This is an optimization exercise on Yosys and OpenROAD, whose aim is small area, a short achievable clock period and few clock cycles per item, not a production implementation. Only simulation tests tie the RTL to the original design; equivalence was not proved. Power figures rest on the tool's default switching activity, not on a simulated workload.

==> flow/config.mk <==
export PLATFORM = sky130hd
export DESIGN_NAME = load_store_buffer
export DESIGN_NICKNAME = load_store_buffer
export VERILOG_FILES = /design/flow/design.v
export SDC_FILE = /design/flow/constraint.sdc
export NUM_CORES = 4
export LEC_CHECK = 0
export CAP_MARGIN = 20
export CORE_MARGIN = 2
export CORE_UTILIZATION = 40
export SETUP_SLACK_MARGIN = 3.0
export SLEW_MARGIN = 20
export TNS_END_PERCENT = 0
==> flow/design.v <==
`timescale 1ns/1ps
package lsb_pkg;
    typedef logic [32-1:0] word_t;
    typedef logic [4-1:0] rob_tag_t;
    typedef logic [$clog2(8)-1:0] lsb_index_t;
    typedef enum logic [3:0] {
        LB, LBU, LH, LHU, LW, SB, SH, SW
    } ls_op_e;
    typedef enum logic [2:0] {
        MEM_SIZE_1 = 3'd1,
        MEM_SIZE_2 = 3'd2,
        MEM_SIZE_4 = 3'd4
    } mem_size_e;
    typedef union packed {
        word_t word;
        struct packed {
            logic [15:0] high_half;
            struct packed {
                logic [7:0] high_byte;
                logic [7:0] low_byte;
            } low_half;
        } lanes;
    } mem_word_u;
endpackage
`timescale 1ns/1ps
`timescale 1ns/1ps
`timescale 1ns/1ps
`timescale 1ns/1ps
module load_align (
    input  logic [31:0] mem_rdata,
    input  logic        word,
    input  logic        byte_op,
    input  logic        sign_b,
    input  logic        sign_h,
    output logic [31:0] load_value
);
    logic ext;
    assign ext = (sign_b && mem_rdata[7]) || (sign_h && mem_rdata[15]);
    assign load_value[7:0]   = mem_rdata[7:0];
    assign load_value[15:8]  = ({8{!byte_op}} & mem_rdata[15:8]) | {8{sign_b && mem_rdata[7]}};
    assign load_value[31:16] = ({16{word}} & mem_rdata[31:16]) | {16{ext}};
endmodule
`timescale 1ns/1ps
module load_store_buffer (
    input  logic       clk,
    input  logic       rst,
    input  logic       dis_valid,
    input  logic [3:0]  dis_op,
    input  logic [3:0] dis_tag,
    input  logic [31:0] dis_vj,
    input  logic [31:0] dis_vk,
    input  logic [31:0] dis_imm,
    input  logic [3:0] dis_qj,
    input  logic [3:0] dis_qk,
    input  logic       alu_cdb_valid,
    input  logic [31:0] alu_cdb_value,
    input  logic [3:0] alu_cdb_tag,
    input  logic       rob_cdb_valid,
    input  logic [31:0] rob_cdb_value,
    input  logic [3:0] rob_cdb_tag,
    input  logic       rob_commit,
    input  logic       mem_ready,
    input  logic [31:0] mem_rdata,
    output logic       mem_request,
    output logic       mem_write,
    output logic [31:0] mem_address,
    output logic [2:0]  mem_size,
    output logic [31:0] mem_wdata,
    output logic       lsb_cdb_valid,
    output logic [31:0] lsb_cdb_value,
    output logic [3:0] lsb_cdb_tag,
    output logic       full
);
    localparam int N = 6;
    function automatic logic [N-1:0] rot(logic [N-1:0] p);
        rot = {p[N-2:0], p[N-1]};
    endfunction
    function automatic logic is_store(logic [2:0] op);
        is_store = op[2] && (op[1] || op[0]);
    endfunction
    function automatic logic hit(logic [3:0] q, logic v, logic [3:0] t);
        hit = v && q != 4'd0 && q == t;
    endfunction
    logic [2:0]  op_q [N];
    logic [3:0]  qj_q [N];
    logic [3:0]  qk_q [N];    
    logic [31:0] vj_q [N];
    logic [31:0] vk_q [N];
    logic [31:0] ai_q [N];    
    logic [N-1:0] qhead;      
    logic [N-1:0] qtail;      
    logic [2:0]   qcnt;
    logic        hv;
    logic [2:0]  h_op;
    logic [3:0]  h_qj;
    logic [3:0]  h_qk;
    logic [31:0] h_vj;
    logic [31:0] h_vk;
    logic [31:0] h_ai;        
    logic        h_aok;       
    logic [2:0]  commits;     
    logic        busy;        
    logic        cur_load;    
    logic        cur_word, cur_byte, cur_sb, cur_sh;
    logic [3:0]  cur_tag;
    logic h_store;
    logic has_commit;
    logic move;
    assign h_store    = is_store(h_op);
    assign has_commit = commits != 3'd0 || rob_commit;
    assign mem_request = hv && h_aok && (!h_store || (h_qk == 4'd0 && has_commit)) &&
                         (!busy || mem_ready);
    assign mem_write   = h_store;
    assign mem_address = h_ai;
    assign mem_size    = (h_op[2:1] == 2'b00 || h_op == 3'd5) ? 3'd1 :
                         (h_op[2:1] == 2'b01 || h_op == 3'd6) ? 3'd2 : 3'd4;
    assign mem_wdata   = h_vk;
    assign full = hv && qcnt == 3'd6 && !mem_request;
    assign lsb_cdb_valid = mem_ready && cur_load;
    assign lsb_cdb_tag   = cur_tag;
    load_align i_align (
        .mem_rdata(mem_rdata), .word(cur_word), .byte_op(cur_byte),
        .sign_b(cur_sb), .sign_h(cur_sh), .load_value(lsb_cdb_value)
    );
    always_ff @(posedge clk) begin
        if (rst) begin
            commits  <= '0;
            busy     <= 1'b0;
            cur_load <= 1'b0;
        end else begin
            commits <= commits + 3'(rob_commit) - 3'(mem_request && h_store);
            if (mem_request) begin
                busy     <= 1'b1;
                cur_load <= !h_store;
            end else if (mem_ready) begin
                busy     <= 1'b0;
                cur_load <= 1'b0;
            end
        end
    end
    always_ff @(posedge clk) begin
        if (mem_request) begin
            cur_word <= h_op[2];
            cur_byte <= h_op[2:1] == 2'b00;
            cur_sb   <= h_op == 3'd0;
            cur_sh   <= h_op == 3'd2;
            cur_tag  <= h_qk;
        end
    end
    logic [2:0]  m_op;
    logic [3:0]  m_qj, m_qk;
    logic [31:0] m_vj, m_vk, m_ai;
    logic [N-1:0] sj_a, sj_r, sj_l, sk_a, sk_r, sk_l;    
    logic        mj_a, mj_r, mj_l, mk_a, mk_r, mk_l;
    always_comb begin
        m_op = '0; m_qj = '0; m_qk = '0; m_vj = '0; m_vk = '0; m_ai = '0;
        mj_a = 1'b0; mj_r = 1'b0; mj_l = 1'b0; mk_a = 1'b0; mk_r = 1'b0; mk_l = 1'b0;
        for (int s = 0; s < N; s++) begin
            sj_a[s] = hit(qj_q[s], alu_cdb_valid, alu_cdb_tag);
            sj_r[s] = hit(qj_q[s], rob_cdb_valid, rob_cdb_tag);
            sj_l[s] = hit(qj_q[s], lsb_cdb_valid, lsb_cdb_tag);
            sk_a[s] = is_store(op_q[s]) && hit(qk_q[s], alu_cdb_valid, alu_cdb_tag);
            sk_r[s] = is_store(op_q[s]) && hit(qk_q[s], rob_cdb_valid, rob_cdb_tag);
            sk_l[s] = is_store(op_q[s]) && hit(qk_q[s], lsb_cdb_valid, lsb_cdb_tag);
            m_op |= {3{qhead[s]}} & op_q[s];
            m_qj |= {4{qhead[s]}} & qj_q[s];
            m_qk |= {4{qhead[s]}} & qk_q[s];
            m_vj |= {32{qhead[s]}} & vj_q[s];
            m_vk |= {32{qhead[s]}} & vk_q[s];
            m_ai |= {32{qhead[s]}} & ai_q[s];
            mj_a |= qhead[s] & sj_a[s];
            mj_r |= qhead[s] & sj_r[s];
            mj_l |= qhead[s] & sj_l[s];
            mk_a |= qhead[s] & sk_a[s];
            mk_r |= qhead[s] & sk_r[s];
            mk_l |= qhead[s] & sk_l[s];
        end
    end
    assign move = qcnt != 3'd0 && (!hv || mem_request);
    logic        add_h;
    logic        m_base;
    logic [31:0] add_a, add_b, add_sum;
    assign add_h   = hv && !h_aok;
    assign m_base  = m_qj == 4'd0;
    assign add_a   = add_h ? h_vj : m_vj;
    assign add_b   = add_h ? h_ai : m_ai;
    assign add_sum = add_a + add_b;
    logic hj_a, hj_r, hj_l, hk_a, hk_r, hk_l;
    logic tj_a, tj_r, tj_l, tj_m, tk_a, tk_r, tk_l, tk_m;
    assign hj_a = hit(h_qj, alu_cdb_valid, alu_cdb_tag);
    assign hj_r = hit(h_qj, rob_cdb_valid, rob_cdb_tag);
    assign hj_l = hit(h_qj, lsb_cdb_valid, lsb_cdb_tag);
    assign hk_a = h_store && hit(h_qk, alu_cdb_valid, alu_cdb_tag);
    assign hk_r = h_store && hit(h_qk, rob_cdb_valid, rob_cdb_tag);
    assign hk_l = h_store && hit(h_qk, lsb_cdb_valid, lsb_cdb_tag);
    assign tj_a = move ? mj_a : hj_a;
    assign tj_r = move ? mj_r : hj_r;
    assign tj_l = move ? mj_l : hj_l;
    assign tj_m = move && !(mj_a || mj_r || mj_l);
    assign tk_a = move ? mk_a : hk_a;
    assign tk_r = move ? mk_r : hk_r;
    assign tk_l = move ? mk_l : hk_l;
    assign tk_m = move && !(mk_a || mk_r || mk_l);
    always_ff @(posedge clk) begin
        if (rst) begin
            hv    <= 1'b0;
            h_aok <= 1'b0;
        end else begin
            if (move) begin
                hv    <= 1'b1;
                h_aok <= m_base;
            end else begin
                if (mem_request) hv <= 1'b0;
                if (add_h && h_qj == 4'd0) h_aok <= 1'b1;
            end
        end
    end
    always_ff @(posedge clk) begin
        if (move) begin
            h_op <= m_op;
            h_qj <= (mj_a || mj_r || mj_l) ? 4'd0 : m_qj;
            h_qk <= (mk_a || mk_r || mk_l) ? 4'd0 : m_qk;
        end else begin
            if (hj_a || hj_r || hj_l) h_qj <= 4'd0;
            if (hk_a || hk_r || hk_l) h_qk <= 4'd0;
        end
        if (move || (add_h && h_qj == 4'd0)) begin
            h_ai <= (move && !m_base) ? m_ai : add_sum;
        end
        if (tj_a || tj_r || tj_l || tj_m) begin
            h_vj <= ({32{tj_a}} & alu_cdb_value) | ({32{tj_r}} & rob_cdb_value) |
                    ({32{tj_l}} & lsb_cdb_value) | ({32{tj_m}} & m_vj);
        end
        if (tk_a || tk_r || tk_l || tk_m) begin
            h_vk <= ({32{tk_a}} & alu_cdb_value) | ({32{tk_r}} & rob_cdb_value) |
                    ({32{tk_l}} & lsb_cdb_value) | ({32{tk_m}} & m_vk);
        end
    end
    logic        dj_a, dj_r, dj_l, dk_a, dk_r, dk_l;
    logic [31:0] dis_j, dis_k;
    logic        dis_store;
    assign dis_store = is_store(dis_op[2:0]);
    assign dj_a = hit(dis_qj, alu_cdb_valid, alu_cdb_tag);
    assign dj_r = hit(dis_qj, rob_cdb_valid, rob_cdb_tag);
    assign dj_l = hit(dis_qj, lsb_cdb_valid, lsb_cdb_tag);
    assign dk_a = hit(dis_qk, alu_cdb_valid, alu_cdb_tag);
    assign dk_r = hit(dis_qk, rob_cdb_valid, rob_cdb_tag);
    assign dk_l = hit(dis_qk, lsb_cdb_valid, lsb_cdb_tag);
    assign dis_j = ({32{dj_a}} & alu_cdb_value) | ({32{dj_r}} & rob_cdb_value) |
                   ({32{dj_l}} & lsb_cdb_value) | ({32{!(dj_a || dj_r || dj_l)}} & dis_vj);
    assign dis_k = ({32{dk_a}} & alu_cdb_value) | ({32{dk_r}} & rob_cdb_value) |
                   ({32{dk_l}} & lsb_cdb_value) | ({32{!(dk_a || dk_r || dk_l)}} & dis_vk);
    always_ff @(posedge clk) begin
        if (rst) begin
            qhead <= N'(1);
            qtail <= N'(1);
            qcnt  <= '0;
        end else begin
            if (dis_valid) qtail <= rot(qtail);
            if (move) qhead <= rot(qhead);
            qcnt <= qcnt + 3'(dis_valid) - 3'(move);
        end
    end
    always_ff @(posedge clk) begin
        for (int s = 0; s < N; s++) begin
            logic d, ja, jr, jl, ka, kr, kl;
            d  = dis_valid && qtail[s];
            ja = !d && sj_a[s];
            jr = !d && sj_r[s];
            jl = !d && sj_l[s];
            ka = !d && sk_a[s];
            kr = !d && sk_r[s];
            kl = !d && sk_l[s];
            if (d) begin
                op_q[s] <= dis_op[2:0];
                qj_q[s] <= (dj_a || dj_r || dj_l) ? 4'd0 : dis_qj;
                qk_q[s] <= !dis_store ? dis_tag : (dk_a || dk_r || dk_l) ? 4'd0 : dis_qk;
                ai_q[s] <= dis_imm;
            end else begin
                if (ja || jr || jl) qj_q[s] <= 4'd0;
                if (ka || kr || kl) qk_q[s] <= 4'd0;
            end
            if (d || ja || jr || jl) begin
                vj_q[s] <= ({32{d}} & dis_j) | ({32{ja}} & alu_cdb_value) |
                           ({32{jr}} & rob_cdb_value) | ({32{jl}} & lsb_cdb_value);
            end
            if (d || ka || kr || kl) begin
                vk_q[s] <= ({32{d}} & dis_k) | ({32{ka}} & alu_cdb_value) |
                           ({32{kr}} & rob_cdb_value) | ({32{kl}} & lsb_cdb_value);
            end
        end
    end
endmodule
==> flow/constraint.sdc <==
create_clock -name core_clock -period 6.0 [get_ports {clk}]
set_input_delay 1.2000 -clock core_clock [delete_from_list [all_inputs] [get_ports {clk}]]
set_output_delay 1.2000 -clock core_clock [all_outputs]
set_load 0.01 [all_outputs]
==> flow/run.sh <==
#!/bin/bash
# synth_recipe.tcl (not shown) runs the flow's synth.tcl, then flattens the netlist and writes it again
# the make line also repeats each setting of config.mk as NAME=value (left out here)
make -C /OpenROAD-flow-scripts/flow DESIGN_CONFIG=/design/flow/config.mk WORK_HOME=/design/flow/orfs CLKGATE_MAP_FILE= SYNTH_SCRIPT=/design/flow/synth_recipe.tcl finish
==> run summary <==
[power breakdown]
part,internal [mW],switching [mW],leakage (nW)
logic,4.26,6.16,9.74
clock network,3.40,2.44,1.49
registers,6.97,0.422,7.44
[flip-flops by register name, summed over array words and instances (netlist names), 3 cells and up]
name	count
vj_q	192
qk_q	24
ai_q	192
qhead	6
commits	3
qj_q	24
h_qk	4
h_ai	32
op_q	18
h_qj	4
vk_q	192
cur_tag	4
h_vk	32
h_vj	32
qtail	6
h_op	3
qcnt	3
[repair_timing]
item                                    in CTS  in global routing
cloned                                       2                  7
buffers inserted                            84                 40
endpoints found under the setup margin    1159               1162
pin swaps                                   31                 94
gates resized for setup                    229                242
[cell families (layout without fill, tap and decap cells)]
kind of cell / Yosys count / in the layout / share of synthesized area, %
compound gates: 1546 / 1546 / 27.0
xor+xnor: 212 / 212 / 4.31
fa+ha+maj: 38 / 38 / 1.15
buf+inv: 570 / 924 / 5.25
flops: 779 / 779 / 53.7
mux: 11 / 11 / 0.273
other cells: 0 / 2 / 0
simple gates: 804 / 806 / 8.32
[synthesized netlist by cell type, types with 22 or more instances]
cell type	number
nand3_1	139
a222oi_1	446
a22oi_1	414
nor4_1	26
o21ai_0	408
nand2_1	229
nor2_1	281
xnor2_1	78
a21boi_0	43
nor3_1	49
edfxtp_1	757
buf_1	24
ha_1	35
xor2_1	134
o221ai_1	33
buf_2	38
a21oi_1	63
dfxtp_1	22
clkbuf_1	397
inv_1	97
a21boi_1	25
[worst max-delay path, stage by stage]
cell     delay [ns]
buf_12         0.12
buf_12         0.13
a22oi_2        0.20
buf_6          0.18
buf_12         0.19
buf_8          0.12
nand2_4        0.04
buf_8          0.12
buf_6          0.12
[cell type report]
cell class	count	area, um^2	share of cell area, %
sequential	779	23200	42.7
multi-input combinational	2613	19100	35.2
timing repair buffer	660	6790	12.5
clock buffer	100	2310	4.26
tap	1403	1760	3.23
clock inverter	67	762	1.40
inverter	97	375	0.691
antenna	2	5.00	0.00922
[worst paths after layout]
check	from	end	slack, ns	cells after the start
min reg2reg	qtail[5]	qtail[5]	0.48	2
max reg2reg	qhead[3]	h_ai[4]	2.37	23
max	mem_rdata[7]	lsb_cdb_value[27]	2.37	9
min	qtail[5]	qtail[5]	0.48	2
[metal layers]
layer	share of wire (%)	track usage (%)
met1	34	43.1
met3	15	10.8
met4	7.4	20.8
met2	43	51.2
met5	0.014	0
==> key figures <==
Run status
  • Outcome: timing/DRC/antenna clean

Timing
  • Final Hold Fails: 0
  • Final period util: 60.5%
  • Actual slew at the worst max-slew pin: approximately 1.2 ns
  • Setup Viol. Count Final: 0
  • Final setup margin: 2.37 ns
  • RSZ-0062 raised after global routing: true
  • Max Clock Freq: approximately 280 MHz
  • Slew headroom: 20.5%
  • Post-route setup TNS: 0 ns
  • Min Hold Slack: 0.480 ns
  • Post-layout minimum cycle time: around 3.6 ns
  • Clock Skews: 0.0372 ns
  • Fin. max-slew vios: 0

Floorplanning
  • Io pins: 330
  • Die ar.: roughly 110,000 um^2
  • Core Rows: 120
  • Core area: 107,000 um^2
  • Die height: 332 um
  • Initial Utilization: 40.3%
  • Die Wd: around 330 um

Layout
  • Layout cell share with drive strength beyond 1: roughly 18%
  • Post-route design area: 54,300 um^2
  • Final nets: between 4,000 and 5,000
  • Commonest non-fill, non-tap cell in the layout: edfxtp_1
  • Most frequent cells in the layout: 757 x edfxtp_1, 446 x a222oi_1, 402 x o21ai_0
  • Fill count: 9,569
  • Syn-to-layout area delta: 25.9%
  • Finished Layout Cells: 5,721
  • Utilization after layout: between 50% and 60%

Synthesis
  • Post-Syn Area: 43,100 um^2
  • Ys async rst share: 0%
  • Syn nets: 4,221
  • Syn avg cell area: 10.9 um^2
  • Area share of the largest cell type after synthesis: about 53%
  • Cell count after synthesis: 3,960
  • Flops & latches, synth: ~780
  • Post-synthesis sequential area ratio: 53.7%
  • Primary FF master, synth: edfxtp_1
  • Synth area leaders: edfxtp_1 53%, a222oi_1 10%, a22oi_1 7.2%
  • Unique masters post-synth: just under 70
  • Yosys top cell by area: edfxtp_1
  • Synth warn: 7
  • Post-synth EDFFs: 757

Worst setup path
  • Worst Path Max Fanout: 7
  • CP Data Arrival Time: 2.43 ns
  • WS Path Type: primary input to output pin
  • Worst endpoint required time: 4.80 ns
  • Crit. End Element: output pin
  • CP startpoint kind: primary input

Placed design
  • Detailed placement HPWL: approximately 110,000 um
  • Gpl congestion: 0.972
  • Dpl cells: about 5,400
  • IO Port Bufs: between 300 and 400
  • Dpl cell area: 48,300 um^2
  • Place WS: 0.871 ns

Global routing
  • Largest net degree at the start of global routing: 67
  • Antenna violations before repair: 5
  • Vias in the first global route: 39,100
  • First-pass GRT wire length: around 280,000 um
  • Total track usage: 34.2%
  • Grt ovf: 0

Clock network
  • Num CTS Buffers: 90
  • CTS tree: built
  • H-tree Lvls: 3
  • Clock buffer depth: 3
  • CTS root buf: clkbuf_16
  • CTS Hold Bufs: 0
  • Clock-pin slew on the worst setup and hold paths: 0.06 ns
  • Clock sink count: 779
  • Worst-skew pair later-pin latency: 0.71 ns

Detailed routing
  • Avg WL per Cell: 35.0 um
  • Vias per cell: 7.23
  • DRC violation count after routing: 0
  • Vias: 41,400
  • Pre-antenna DRT Iters: 17
  • Routed Antenna Nets: 0
  • Initial drt markers: 9,784
  • Post-Route WL: roughly 200,000 um

Pwr
  • Leak pwr: between 15 and 20 nW
  • VDD IR max: 0.000294 V
  • Final Total Pwr: about 24 mW
  • Power per cell area: 435 nW/um^2

Run
  • # Max-Cap Violations: 0

Hold path
  • Min-delay worst type: flip-flop to flip-flop
Testbench counts, summed over its fixed seeds: cycles 4,932, ops 2,560.

-- port drivers added, routing unchanged --
No port has a modelled driver above. Below, the same layout with a new extraction and two added sets of constraints.
Step 1 (the two cells are an assumption about what drives the block):
set clk [get_ports {clk}]
set_driving_cell -lib_cell sky130_fd_sc_hd__clkbuf_16 $clk
set_driving_cell -lib_cell sky130_fd_sc_hd__buf_2 [delete_from_list [all_inputs] $clk]
Step 2, shift: input delay + t, output delay - t, t = (earliest + latest rising clock arrival at the registers) / 2. This alone moves slack from input paths to output paths.
Slacks: no drivers / after step 1 / after step 2; pairs: no drivers / after step 1.
shift t [ns]: 0.770
setup slack, ns: 2.370 / 2.324 / 1.661
worst setup path after step 2: input to register
After both steps this run still meets setup and hold. For this run, drivers alone change the setup slack by -0.046 ns; drivers and shift together by -0.709 ns.
